This is an optimization exercise on Yosys and OpenROAD, whose aim is small area, a short achievable clock period and few clock cycles per item, not a production implementation.
Function was checked by simulation only, so behaviour that the tests miss may differ from the original.

Design date_seconds_of_year_converter_unit, start of the top module:
module date_seconds_of_year_converter_unit (
    input  logic                            i_clk,
    input  logic                            i_rst_n,
    input  logic                            i_in_valid,
    output logic                            o_in_ready,
    input  logic                            i_in_mode,
    input  logic [dsoyc_pkg::WYear-1:0]     i_in_year,
    input  logic [dsoyc_pkg::WMonth-1:0]    i_in_month,
    input  logic [dsoyc_pkg::WDay-1:0]      i_in_day,
    input  logic [dsoyc_pkg::WHour-1:0]     i_in_hour,
    input  logic [dsoyc_pkg::WMinute-1:0]   i_in_minute,
    input  logic [dsoyc_pkg::WSecond-1:0]   i_in_second,
    input  logic [dsoyc_pkg::WSeconds-1:0]  i_in_seconds,
    output logic                            o_out_valid,
    input  logic                            i_out_ready,
    output logic [dsoyc_pkg::WSeconds-1:0]  o_out_seconds,
    output logic [dsoyc_pkg::WMonth-1:0]    o_out_month,
    output logic [dsoyc_pkg::WDay-1:0]      o_out_day,
    output logic [dsoyc_pkg::WHour-1:0]     o_out_hour,
    output logic [dsoyc_pkg::WMinute-1:0]   o_out_minute,
    output logic [dsoyc_pkg::WSecond-1:0]   o_out_second,
    output logic                            o_out_range_error
);
Settings: LEC_CHECK=0, CAP_MARGIN=20, CORE_MARGIN=2, CORE_UTILIZATION=40, SETUP_SLACK_MARGIN=5, SLEW_MARGIN=20; clock period 9.0 ns.
standard.sh (not shown) runs the stock make flow with config.mk's settings and CLKGATE_MAP_FILE= SYNTH_SCRIPT=/design/flow/synth_recipe.tcl, a recipe that flattens the netlist after the stock synthesis.
==> flow/flow/run.sh <==
#!/bin/bash
# The standard layout with these changes:
#  - the port buffers are sky130_fd_sc_hd__buf_1 cells;
#  - synthesis runs the standard flow's synthesis script with yosys's synth called with -noabc
#    as well (flow/synth.tcl), so the generic abc pass does not restructure the
#    carry-save adders before they are mapped to full and half adder cells.
#    Registers are inferred exactly as in the standard synthesis;
#  - extra ORFS settings: CORE_UTILIZATION=50
set -euo pipefail
here=$(pwd)
sed -e 's|SETUP_SLACK_MARGIN=5 |SETUP_SLACK_MARGIN=5 BUFFER_PORTS_ARGS="-buffer_cell sky130_fd_sc_hd__buf_1" CORE_UTILIZATION=50 |' \
    -e "s|SYNTH_SCRIPT=[^ ]*|SYNTH_SCRIPT=$here/flow/synth.tcl|" standard.sh > standard_b.sh
bash standard_b.sh > standard.log 2>&1
==> flow/flow/synth.tcl <==
proc synth {args} { yosys synth -nofsm -noshare -noabc {*}$args }
source $::env(SCRIPTS_DIR)/synth.tcl
# left out here: clear keep_hierarchy, flatten, clean up, hide names made inside functions, write 1_2_yosys.v
Testbench counts at the start, summed over its fixed seeds: cycles 24,032, items 24,000.
==> next run, changes <==
==> flow/flow/run.sh (replaced) <==
#!/bin/bash
# The standard layout with two changes:
#  - the port buffers are sky130_fd_sc_hd__buf_1 cells;
#  - synthesis runs the standard flow's synthesis script with yosys's synth called with -noabc
#    as well (flow/synth.tcl), so the generic abc pass does not restructure the
#    carry-save adders before they are mapped to full and half adder cells.
#    Registers are inferred exactly as in the standard synthesis.
set -euo pipefail
here=$(pwd)
sed -e 's|SETUP_SLACK_MARGIN=5 |SETUP_SLACK_MARGIN=5 BUFFER_PORTS_ARGS="-buffer_cell sky130_fd_sc_hd__buf_1" |' \
    -e "s|SYNTH_SCRIPT=[^ ]*|SYNTH_SCRIPT=$here/flow/synth.tcl|" standard.sh > standard_b.sh
bash standard_b.sh > standard.log 2>&1
Settings changed: CTS_BUF_LIST set to sky130_fd_sc_hd__clkbuf_8, PLACE_DENSITY set to 0.75.
Routed wire length goes up slightly; cell count goes up by a few percent; cell area is about the same; fmax barely changes; non-clock buffer count goes down by 5; area after synthesis stays the same.


## cedar
Starting RTL as in the previous note.
==> flow/config.mk <==
export PLATFORM = sky130hd
export DESIGN_NAME = date_seconds_of_year_converter_unit
export DESIGN_NICKNAME = date_seconds_of_year_converter_unit
export VERILOG_FILES = /design/flow/design.v
export SDC_FILE = /design/flow/constraint.sdc
export NUM_CORES = 4
export LEC_CHECK = 0
export CAP_MARGIN = 20
export CORE_MARGIN = 2
export CORE_UTILIZATION = 40
export SETUP_SLACK_MARGIN = 5
export SLEW_MARGIN = 20
==> flow/constraint.sdc <==
create_clock -name core_clock -period 9.0 [get_ports {i_clk}]
set_input_delay 1.8000 -clock core_clock [delete_from_list [all_inputs] [get_ports {i_clk}]]
set_output_delay 1.8000 -clock core_clock [all_outputs]
set_load 0.01 [all_outputs]
==> flow/flow/run.sh <==
#!/bin/bash
# The standard layout with these changes:
#  - the port buffers are sky130_fd_sc_hd__buf_1 cells;
#  - synthesis runs the standard flow's synthesis script with yosys's synth called with -noabc
#    as well (flow/synth.tcl), so the generic abc pass does not restructure the
#    carry-save adders before they are mapped to full and half adder cells.
#    Registers are inferred exactly as in the standard synthesis;
#  - extra ORFS settings: TNS_END_PERCENT=20
set -euo pipefail
here=$(pwd)
sed -e 's|SETUP_SLACK_MARGIN=5 |SETUP_SLACK_MARGIN=5 BUFFER_PORTS_ARGS="-buffer_cell sky130_fd_sc_hd__buf_1" TNS_END_PERCENT=20 |' \
    -e "s|SYNTH_SCRIPT=[^ ]*|SYNTH_SCRIPT=$here/flow/synth.tcl|" standard.sh > standard_b.sh
bash standard_b.sh > standard.log 2>&1
Scripts as last shown in full above: flow/flow/synth.tcl
cedar reached the end of the flow, and the finished layout is clean on the timing, DRC and antenna checks.
Testbench counts of cedar, summed over its fixed seeds: cycles 24,032, items 24,000.
What pine does differently from cedar at the input level:
==> flow/flow/run.sh <==
#!/bin/bash
# The standard layout with these changes:
#  - the port buffers are sky130_fd_sc_hd__buf_1 cells;
#  - the setup repair aims at a slack margin of 5.1 ns;
#  - synthesis runs the standard flow's synthesis script with yosys's synth called with -noabc
#    as well (flow/synth.tcl), so the generic abc pass does not restructure the
#    carry-save adders before they are mapped to full and half adder cells.
#    Registers are inferred exactly as in the standard synthesis.
set -euo pipefail
here=$(pwd)
sed -e 's|SETUP_SLACK_MARGIN=5 |SETUP_SLACK_MARGIN=5.1 BUFFER_PORTS_ARGS="-buffer_cell sky130_fd_sc_hd__buf_1" |' \
    -e "s|SYNTH_SCRIPT=[^ ]*|SYNTH_SCRIPT=$here/flow/synth.tcl|" standard.sh > standard_b.sh
bash standard_b.sh > standard.log 2>&1
## What came out
Least setup slack across all paths after layout ends up lower on cedar.
Die extent in y came out exactly the same in cedar and pine.
| total non-filler cell area in the finished layout | pine vs cedar | 0.98% higher |
[compare] base=cedar new=pine: fmax up about 0.5%; remaining global-route overflow flat; placer's final routability congestion estimate down 0.015.
Instance area at placement of cedar is on par with pine.
Share of the cycle needed by the critical path after routing: pine vs cedar down 0.21 points


Starting RTL as in the previous note.
export LEC_CHECK = 0
export CAP_MARGIN = 20
export CORE_MARGIN = 2
export CORE_UTILIZATION = 40
export CTS_BUF_LIST = sky130_fd_sc_hd__clkbuf_8
export GPL_ROUTABILITY_DRIVEN = 0
export SETUP_SLACK_MARGIN = 5
export SLEW_MARGIN = 20
create_clock -name core_clock -period 9.0 [get_ports {i_clk}]
==> flow/flow/run.sh <==
#!/bin/bash
# The standard layout with two changes:
#  - the port buffers are sky130_fd_sc_hd__buf_1 cells;
#  - synthesis runs the standard flow's synthesis script with yosys's synth called with -noabc
#    as well (flow/synth.tcl), so the generic abc pass does not restructure the
#    carry-save adders before they are mapped to full and half adder cells.
#    Registers are inferred exactly as in the standard synthesis.
set -euo pipefail
here=$(pwd)
sed -e 's|SETUP_SLACK_MARGIN=5 |SETUP_SLACK_MARGIN=5 BUFFER_PORTS_ARGS="-buffer_cell sky130_fd_sc_hd__buf_1" |' \
    -e "s|SYNTH_SCRIPT=[^ ]*|SYNTH_SCRIPT=$here/flow/synth.tcl|" standard.sh > standard_b.sh
bash standard_b.sh > standard.log 2>&1
Scripts as last shown in full above: flow/flow/synth.tcl
Testbench counts at the start, summed over its fixed seeds: cycles 24,032, items 24,000.
Change:
- CORE_UTILIZATION: 40 -> 30
- GPL_ROUTABILITY_DRIVEN: 0 -> default
The new run passed the timing, DRC and antenna checks.
Global-route usage went down by 4.0 points.
Clock skew went up by 0.0064 ns.
Hold slack gets worse by 0.0039 ns.
Non-clock buffer count went up by 6.
Die area went up by 33%.
Worst setup slack gets worse by 0.0060 ns.
Change:
- CORE_UTILIZATION: 30 -> 40
- CTS_CLUSTER_DIAMETER: default -> 300
- CTS_CLUSTER_SIZE: default -> 50
=> Area after synthesis stays the same. Synthesized cell count stays the same.
Change:
- CTS_CLUSTER_DIAMETER: 300 -> default
- CTS_CLUSTER_SIZE: 50 -> default
- PLACE_DENSITY: default -> 0.5
What happened:
- The new run produced a clean layout
- cell area climbs by 0.55%
- synthesized cell count is unchanged


Setup of run 1:
date_seconds_of_year_converter_unit, a different RTL version from the one above (not shown whole).
Size: ~1,200 cells after synthesis, about 120 I/O pins, roughly 13,000 µm² of cells after synthesis.
export LEC_CHECK = 0
export CAP_MARGIN = 20
export CORE_MARGIN = 2
export CORE_UTILIZATION = 45
export CTS_BUF_LIST = sky130_fd_sc_hd__clkbuf_8
export PLACE_DENSITY = 0.65
export SETUP_SLACK_MARGIN = 5
export SLEW_MARGIN = 20
create_clock -name core_clock -period 9.0 [get_ports {i_clk}]
==> flow/flow/run.sh <==
#!/bin/bash
# The standard layout with two changes:
#  - the port buffers are sky130_fd_sc_hd__buf_1 cells;
#  - synthesis runs the standard flow's synthesis script with yosys's synth called with -noabc
#    as well (flow/synth.tcl), so the generic abc pass does not restructure the
#    carry-save adders before they are mapped to full and half adder cells.
#    Registers are inferred exactly as in the standard synthesis.
set -euo pipefail
here=$(pwd)
sed -e 's|SETUP_SLACK_MARGIN=5 |SETUP_SLACK_MARGIN=5 BUFFER_PORTS_ARGS="-buffer_cell sky130_fd_sc_hd__buf_1" CTS_ARGS="-sink_clustering_enable -repair_clock_nets -buf_list sky130_fd_sc_hd__clkbuf_8 -dont_use_dummy_load" |' \
    -e "s|SYNTH_SCRIPT=[^ ]*|SYNTH_SCRIPT=$here/flow/synth.tcl|" standard.sh > standard_b.sh
bash standard_b.sh > standard.log 2>&1
Scripts as last shown in full above: flow/flow/synth.tcl
Testbench counts of run 1, summed over its fixed seeds: cycles 24,032, items 24,000.
Here is what was changed in the inputs of run 2 compared with run 1.
-- flow/flow/run.sh --
<<< run 1, line 9
here=$(pwd)
sed -e 's|SETUP_SLACK_MARGIN=5 |SETUP_SLACK_MARGIN=5 BUFFER_PORTS_ARGS="-buffer_cell sky130_fd_sc_hd__buf_1" CTS_ARGS="-sink_clustering_enable -repair_clock_nets -buf_list sky130_fd_sc_hd__clkbuf_8 -dont_use_dummy_load" |' \
    -e "s|SYNTH_SCRIPT=[^ ]*|SYNTH_SCRIPT=$here/flow/synth.tcl|" standard.sh > standard_b.sh
>>> run 2, line 9
here=$(pwd)
sed -e 's|SETUP_SLACK_MARGIN=5 |SETUP_SLACK_MARGIN=5 BUFFER_PORTS_ARGS="-buffer_cell sky130_fd_sc_hd__buf_1" RECOVER_POWER=100 |' \
    -e "s|SYNTH_SCRIPT=[^ ]*|SYNTH_SCRIPT=$here/flow/synth.tcl|" standard.sh > standard_b.sh
-- flow/config.mk --
<<< run 1, line 9
export CORE_MARGIN = 2
export CORE_UTILIZATION = 45
export CTS_BUF_LIST = sky130_fd_sc_hd__clkbuf_8
export PLACE_DENSITY = 0.65
export SETUP_SLACK_MARGIN = 5
>>> run 2, line 9
export CORE_MARGIN = 2
export CORE_UTILIZATION = 40
export CTS_BUF_LIST = sky130_fd_sc_hd__clkbuf_8
export SETUP_SLACK_MARGIN = 5
Results
Run 2 ends up with a proportion of layout cells with a drive suffix above 1 that is 0.72 points lower than in run 1. Going from run 1 to run 2, setup slack dropped 810 ps, number of buffer cells added on primary ports roughly the same. Of run 1 and run 2, just one finished clean: run 1. From the logs: run 2 reached the end of the flow and failed the layout checks with capacitance limit, slew limit. When run 2 is set beside run 1, its number of well-tap cells placed turns out to be 24 larger. Changes observed in run 2 relative to run 1: global-route wire length before repair rose by 6.0%. [run 2] critical path depth rose 1 relative to run 1. When run 2 is measured against run 1, its post-layout instance count excluding filler cells turns out 2.6% higher. Relative to run 1, the core utilization of run 2 is lower by 5.4 points.
--- input diff run 2..run 3 ---
-- flow/flow/run.sh --
<<< run 2, line 9
here=$(pwd)
sed -e 's|SETUP_SLACK_MARGIN=5 |SETUP_SLACK_MARGIN=5 BUFFER_PORTS_ARGS="-buffer_cell sky130_fd_sc_hd__buf_1" RECOVER_POWER=100 |' \
    -e "s|SYNTH_SCRIPT=[^ ]*|SYNTH_SCRIPT=$here/flow/synth.tcl|" standard.sh > standard_b.sh
>>> run 3, line 9
here=$(pwd)
sed -e 's|SETUP_SLACK_MARGIN=5 |SETUP_SLACK_MARGIN=5 BUFFER_PORTS_ARGS="-buffer_cell sky130_fd_sc_hd__buf_1" |' \
    -e "s|SYNTH_SCRIPT=[^ ]*|SYNTH_SCRIPT=$here/flow/synth.tcl|" standard.sh > standard_b.sh
Findings:
No stage failed in run 3, and the final checks on the layout all came back clean.
Run 2 has lower area overhead of the layout relative to synthesis than run 3.
Delta (run 3 minus run 2): utilization climbed 0.63 points.
Where post-route standard cell area excluding fillers is concerned, run 2 is better than run 3.
Higher number of buffers and inverters on the critical path goes to run 2 over run 3.

static timing again, ports no longer ideal:
The results above use ideal ports. As a check the final layouts listed here were re-extracted and re-timed, cells and wires unchanged.
Step 1: set_driving_cell puts a clkbuf_16 on i_clk and a buf_2 on each other input, an assumption about the parent block.
Step 2, shift: input delay + t, output delay - t, t = (earliest + latest rising clock arrival at the registers) / 2. This alone moves slack from input paths to output paths.
a / b / c = ideal / step 1 / step 2; a / b = the first two.
run | t, ns | setup slack, ns | hold WS [ns] | worst setup path at the end | worst register clock-pin slew, ns
the first run of note 1 | 0.467 | 4.963 / 4.927 / 4.682 | 0.416 / 0.416 / 0.416 | input to register | 0.07 / 0.07
the second run of note 1 | 0.514 | 4.972 / 4.934 / 4.683 | 0.418 / 0.418 / 0.418 | input to register | 0.09 / 0.09
cedar | 0.470 | 4.954 / 4.915 / 4.673 | 0.422 / 0.422 / 0.422 | input to register | 0.07 / 0.07
pine | 0.468 | 4.973 / 4.935 / 4.743 | 0.418 / 0.418 / 0.418 | input to register | 0.07 / 0.07
the first run of note 3 | 0.497 | 4.975 / 4.935 / 4.638 | 0.431 / 0.431 / 0.431 | input to register | 0.08 / 0.08
the second run of note 3 | 0.508 | 4.969 / 4.922 / 4.604 | 0.427 / 0.427 / 0.427 | input to register | 0.09 / 0.09
the third run of note 3 | 0.488 | 4.967 / 4.935 / 4.718 | 0.423 / 0.423 / 0.423 | input to register | 0.09 / 0.09
the fourth run of note 3 | 0.514 | 4.966 / 4.924 / 4.691 | 0.421 / 0.421 / 0.421 | input to register | 0.09 / 0.09
run 1 | 0.483 | 4.964 / 4.930 / 4.747 | 0.410 / 0.410 / 0.410 | input to register | 0.08 / 0.08
run 2 | 0.493 | 4.153 / 4.173 / 3.679 | 0.415 / 0.415 / 0.415 | input to register | 0.09 / 0.09
run 3 | 0.495 | 4.965 / 4.934 / 4.741 | 0.415 / 0.415 / 0.415 | input to register | 0.09 / 0.09
For run 2, which loses most, drivers alone change the setup slack by +0.020 ns; drivers and shift together by -0.474 ns.
